Source: an optimization exercise on an open RTL-to-GDS flow (aim: small area). Production flows keep margins and buffers that such runs may drop.

==> branch nickel <==
==> flow/design.v <==
package rx_e1_pkg;
   localparam int E1_SLOTS = 14;
   localparam int MF_LEN   = 16;
   localparam int MFI_W    = $clog2(MF_LEN);
   localparam int CH_W     = 6;
   typedef struct packed {
      logic [CH_W-1:0] ch;
      logic [7:0]      dat_byte;
   } e1_word_t;
   function automatic int gn(input int ch_n);
      gn = (ch_n + E1_SLOTS - 1) / E1_SLOTS;
   endfunction
endpackage
module rx_e1_sync_fifo #(
   parameter int W  = 14,
   parameter int AW = 4
) (
   input  logic         clk,
   input  logic         rst,
   input  logic         wr_en,
   input  logic [W-1:0] wr_data,
   input  logic         rd_en,
   output logic [W-1:0] rd_data,
   output logic         full,
   output logic         empty
);
   localparam int N = 2**AW;
   logic [W-1:0] mem_q [N];
   logic [AW:0]  wp_q, rp_q;
   logic         same, do_rd;
   logic [N-1:0] rsel;
   assign same  = (wp_q[AW-1:0] == rp_q[AW-1:0]);
   assign full  = same & (wp_q[AW] ^ rp_q[AW]);
   assign empty = same & ~(wp_q[AW] ^ rp_q[AW]);
   assign do_rd = rd_en & ~empty;
   always_comb begin
      rd_data = '0;
      for (int k = 0; k < N; k++) begin
         rsel[k] = (rp_q[AW-1:0] == AW'(k)) & ~empty;
         rd_data = rd_data | ({W{rsel[k]}} & mem_q[k]);
      end
   end
   always_ff @(posedge clk or posedge rst) begin
      if (rst) begin
         wp_q <= '0;
         rp_q <= '0;
      end else begin
         if (wr_en) wp_q <= wp_q + 1'b1;
         if (do_rd) rp_q <= rp_q + 1'b1;
      end
   end
   always_ff @(posedge clk)
      for (int k = 0; k < N; k++)
         if (wr_en && wp_q[AW-1:0] == AW'(k)) mem_q[k] <= wr_data;
endmodule
module rx_e1_byte_pack #(
   parameter int CH_N    = 42,
   parameter int FIFO_AW = 4
) (
   input  logic             Ck,
   input  logic             Rs,
   input  logic [rx_e1_pkg::MFI_W-1:0] E1_MFI,
   input  logic [5:0]       Dv_Dat,
   input  logic [CH_N-1:0]  Ch_En,
   output logic             Out_Vld,
   input  logic             Out_Rdy,
   output logic [rx_e1_pkg::CH_W-1:0] Out_Ch,
   output logic [7:0]       Out_Byte,
   output logic [CH_N-1:0]  Ovr_Flag,
   input  logic             Ovr_Clr
);
   localparam int SL = rx_e1_pkg::E1_SLOTS;
   logic [SL-1:0]   slot;
   logic [CH_N-1:0] psel, pwr, full_q, ovr_q;
   logic [7:0]      sr_q   [CH_N];
   logic [7:0]      hold_q [CH_N];
   logic [rx_e1_pkg::CH_W-1:0] ptr_q;
   logic            rs_seen, sel_full, fifo_full, fifo_empty, fifo_wr;
   logic [7:0]      sel_hold;
   logic [rx_e1_pkg::CH_W+7:0] rd_word;
   always_ff @(posedge Ck or posedge Rs)
      if (Rs) rs_seen <= 1'b1;
      else    rs_seen <= 1'b0;
   always_comb
      for (int m = 0; m < SL; m++) slot[m] = (E1_MFI == rx_e1_pkg::MFI_W'(m));
   always_comb
      for (int c = 0; c < CH_N; c++) begin
         psel[c] = (ptr_q == rx_e1_pkg::CH_W'(c)) & ~rs_seen;
         pwr[c]  = psel[c] & ~fifo_full;
      end
   for (genvar c = 0; c < CH_N; c++) begin : g_ch
      logic       hit, dat, en, hen, sh, kp, done;
      logic [7:0] sr, sr_d;
      assign sr   = sr_q[c];
      assign hit  = slot[c % SL] & Dv_Dat[2*(c / SL) + 1];
      assign dat  = Dv_Dat[2*(c / SL)];
      assign en   = Ch_En[c] & ~rs_seen;
      assign hen  = en & hit;
      assign sh   = hen & ~sr[7];
      assign kp   = en & ~hit;
      assign done = hen & sr[7];
      always_comb begin
         for (int i = 2; i < 8; i++) sr_d[i] = (sh & sr[i-1]) | (kp & sr[i]);
         sr_d[1] = rs_seen ? (Ch_En[c] & hit) : ((sh & sr[0]) | (kp & sr[1]));
         sr_d[0] = rs_seen ? (~Ch_En[c] | ~hit | dat) : (~en | (hit & (sr[7] | dat)) | (kp & sr[0]));
      end
      always_ff @(posedge Ck) begin
         sr_q[c]   <= sr_d;
         full_q[c] <= en & (done | (full_q[c] & ~pwr[c]));
         if (done) hold_q[c] <= {sr[6:0], dat};
      end
      always_ff @(posedge Ck or posedge Rs)
         if (Rs) ovr_q[c] <= 1'b0;
         else    ovr_q[c] <= (ovr_q[c] & ~Ovr_Clr) | (done & full_q[c] & ~pwr[c]);
   end
   always_comb begin
      sel_full = 1'b0;
      sel_hold = '0;
      for (int c = 0; c < CH_N; c++) begin
         sel_full = sel_full | (psel[c] & full_q[c]);
         sel_hold = sel_hold | ({8{psel[c]}} & hold_q[c]);
      end
   end
   assign fifo_wr = sel_full & ~fifo_full;
   always_ff @(posedge Ck or posedge Rs) begin
      if (Rs)                                         ptr_q <= '0;
      else if (!(sel_full && fifo_full)) begin
         if (ptr_q == rx_e1_pkg::CH_W'(CH_N - 1))     ptr_q <= '0;
         else                                         ptr_q <= ptr_q + 1'b1;
      end
   end
   assign Ovr_Flag = ovr_q;
   rx_e1_sync_fifo #(
      .W  (rx_e1_pkg::CH_W + 8),
      .AW (FIFO_AW)
   ) u_fifo (
      .clk     (Ck),
      .rst     (Rs),
      .wr_en   (fifo_wr),
      .wr_data ({ptr_q, sel_hold}),
      .rd_en   (Out_Rdy),
      .rd_data (rd_word),
      .full    (fifo_full),
      .empty   (fifo_empty)
   );
   assign Out_Vld  = ~fifo_empty;
   assign Out_Ch   = rd_word[rx_e1_pkg::CH_W+7:8];
   assign Out_Byte = rd_word[7:0];
endmodule
==> flow/flow/run.sh <==
#!/bin/bash
# Own layout flow: the standard synthesis, then its combinational logic mapped again for area
# (registers untouched), then the standard ORFS layout of that netlist with a clock tree built
# from smaller clusters and without dummy loads.
set -euo pipefail
cd "$(dirname "$0")/.."
W=$PWD
PLAT=${FLOW_PLATFORM:-sky130hd}
R=orfs/results/$PLAT/rx_e1_byte_pack/base

bash standard.sh synth > $W/std_synth.log 2>&1
cp $R/1_2_yosys.v $W/std_netlist.v
cp -r orfs/reports $W/std_reports 2>/dev/null || true

export REMAP_LIB=$FLOW_HOME/platforms/$PLAT/lib/sky130_fd_sc_hd__tt_025C_1v80.lib
export REMAP_DONT_USE="sky130_fd_sc_hd__probe_p_8 sky130_fd_sc_hd__probec_p_8 sky130_fd_sc_hd__lpflow_*"
export REMAP_IN=$W/std_netlist.v REMAP_OUT=$W/remap.v REMAP_STAT=$W/remap_stat.txt
export REMAP_TOP=${FLOW_TOP:-rx_e1_byte_pack} REMAP_ABC=$W/flow/area.abc
yosys -c $W/flow/remap.tcl > $W/remap.log 2>&1

mv orfs orfs_std
CTS="-sink_clustering_enable -repair_clock_nets -dont_use_dummy_load"
CTS="$CTS -buf_list sky130_fd_sc_hd__clkbuf_8 -sink_clustering_size 16 -sink_clustering_max_diameter 50"
bash standard.sh SYNTH_NETLIST_FILES=$W/remap.v "CTS_ARGS=$CTS" finish > $W/layout.log 2>&1
==> flow/flow/area.abc <==
strash; &get -n; &dch -f; &nf -a; &put; strash; &get -n; &dch -f; &nf -a; &put
==> flow/flow/remap.tcl <==
# Re-map the combinational logic of the standard synthesis netlist with an area-oriented ABC
# script. Register instances keep their names and cell types; only the logic between them is
# mapped again.
yosys -import
set lib $::env(REMAP_LIB)
set dont_use {}
foreach c $::env(REMAP_DONT_USE) { lappend dont_use -dont_use $c }
read_liberty -ignore_miss_func -overwrite $lib
read_verilog $::env(REMAP_IN)
hierarchy -top $::env(REMAP_TOP)
set keep {sky130_fd_sc_hd__df* sky130_fd_sc_hd__edf* sky130_fd_sc_hd__sdf* sky130_fd_sc_hd__dl* sky130_fd_sc_hd__conb*}
setattr -mod -set keep_hierarchy 1 {*}$keep
flatten
hierarchy -top $::env(REMAP_TOP)
blackbox {*}$keep
opt_clean -purge
abc -script $::env(REMAP_ABC) -liberty $lib {*}$dont_use
opt_clean -purge
hilomap -singleton -hicell sky130_fd_sc_hd__conb_1 HI -locell sky130_fd_sc_hd__conb_1 LO
splitnets
opt_clean -purge
hierarchy -top $::env(REMAP_TOP)
tee -o $::env(REMAP_STAT) stat -liberty $lib
write_verilog -noattr -noexpr -nohex -nodec -selected $::env(REMAP_OUT)
==> flow/standard.sh <==
#!/bin/bash
# synth_recipe.tcl (not shown) runs the flow's synth.tcl, then flattens the netlist and writes it again
# the make line also repeats each setting of config.mk as NAME=value (left out here)
make -C /OpenROAD-flow-scripts/flow DESIGN_CONFIG=/design/flow/config.mk WORK_HOME=/design/flow/orfs CLKGATE_MAP_FILE= SYNTH_SCRIPT=/design/flow/synth_recipe.tcl "${@:-finish}"
==> flow/config.mk <==
export PLATFORM = sky130hd
export DESIGN_NAME = rx_e1_byte_pack
export DESIGN_NICKNAME = rx_e1_byte_pack
export VERILOG_FILES = /design/flow/design.v
export SDC_FILE = /design/flow/constraint.sdc
export NUM_CORES = 4
export LEC_CHECK = 0
export ABC_AREA = 1
export CAP_MARGIN = 20
export CORE_MARGIN = 2
export CORE_UTILIZATION = 65
export SLEW_MARGIN = 20
==> flow/constraint.sdc <==
create_clock -name core_clock -period 10.0 [get_ports {Ck}]
set_input_delay 2.0000 -clock core_clock [delete_from_list [all_inputs] [get_ports {Ck}]]
set_output_delay 2.0000 -clock core_clock [all_outputs]
set_load 0.01 [all_outputs]
==> branch umber: changes against branch nickel <==
--- a/flow/flow/run.sh
+++ b/flow/flow/run.sh
@@ -23,2 +23,2 @@
 CTS="$CTS -buf_list sky130_fd_sc_hd__clkbuf_8 -sink_clustering_size 16 -sink_clustering_max_diameter 50"
-bash standard.sh SYNTH_NETLIST_FILES=$W/remap.v "CTS_ARGS=$CTS" finish > $W/layout.log 2>&1
+bash standard.sh SYNTH_NETLIST_FILES=$W/remap.v "CTS_ARGS=$CTS" "BUFFER_PORTS_ARGS=-buffer_cell sky130_fd_sc_hd__buf_1" finish > $W/layout.log 2>&1
==> flow/flow/area.abc (replaced) <==
strash; dc2; dc2; dc2; &get -n; &dch -f; &nf -a -R 1000; &put; strash; &get -n; &dch -f; &nf -a -R 1000; &put; strash; &get -n; &dch -f; &nf -a -R 1000; &put
--- a/flow/config.mk
+++ b/flow/config.mk
@@ -8,5 +8,5 @@
 export ABC_AREA = 1
-export CAP_MARGIN = 20
+export CAP_MARGIN = 10
 export CORE_MARGIN = 2
-export CORE_UTILIZATION = 65
-export SLEW_MARGIN = 20
+export CORE_UTILIZATION = 75
+export SLEW_MARGIN = 10
==> out/results.ini <==
[power]
totalPowerFinal_uw=6890
switching_share_pct=24.9

[route]
dr_wl_met2_mm=52.6

[global_routing]
grt_antenna_before_repair=4

[outcome]
status=complete, no violations

[final_layout]
post_layout_nonfiller_instances=3265

[end of results for branch umber]
==> out/results.ini <==
[outcome]
status=complete, no violations

[power]
switching_share_pct=24.6

[route]
dr_wl_met2_mm=50.0

[final_layout]
post_layout_nonfiller_instances=3486

[end of results for branch nickel]
No run of this note included a check of the RTL's function; only the layout flow was run.

separate check: timing with driven ports:
The flow's constraints put no driver on any port. The routed layouts listed below were extracted and timed again, unchanged, in two steps.
Step 1 assumes that a clkbuf_16 drives the clock port and a buf_2 every other input.
Step 2 adds t to the input delays and takes it off the output delays; t is the mean of the earliest and latest rising clock arrival at the registers after step 1. Input paths then give back, and output paths get back, about the clock's delay inside the block.
Slacks: no drivers / after step 1 / after step 2; pairs: no drivers / after step 1.
run | t, ns | slack for setup (ns) | hold slack, ns | worst setup path after step 2 | worst slew at a driven data input, ns
branch nickel | 0.725 | 4.218 / 4.161 / 4.529 | 0.433 / 0.433 / 0.433 | input to register | 0.12
branch umber | 0.740 | 3.453 / 3.393 / 4.133 | 0.451 / 0.451 / 0.451 | register to output | 0.10
After both steps setup and hold are still met in every run listed.
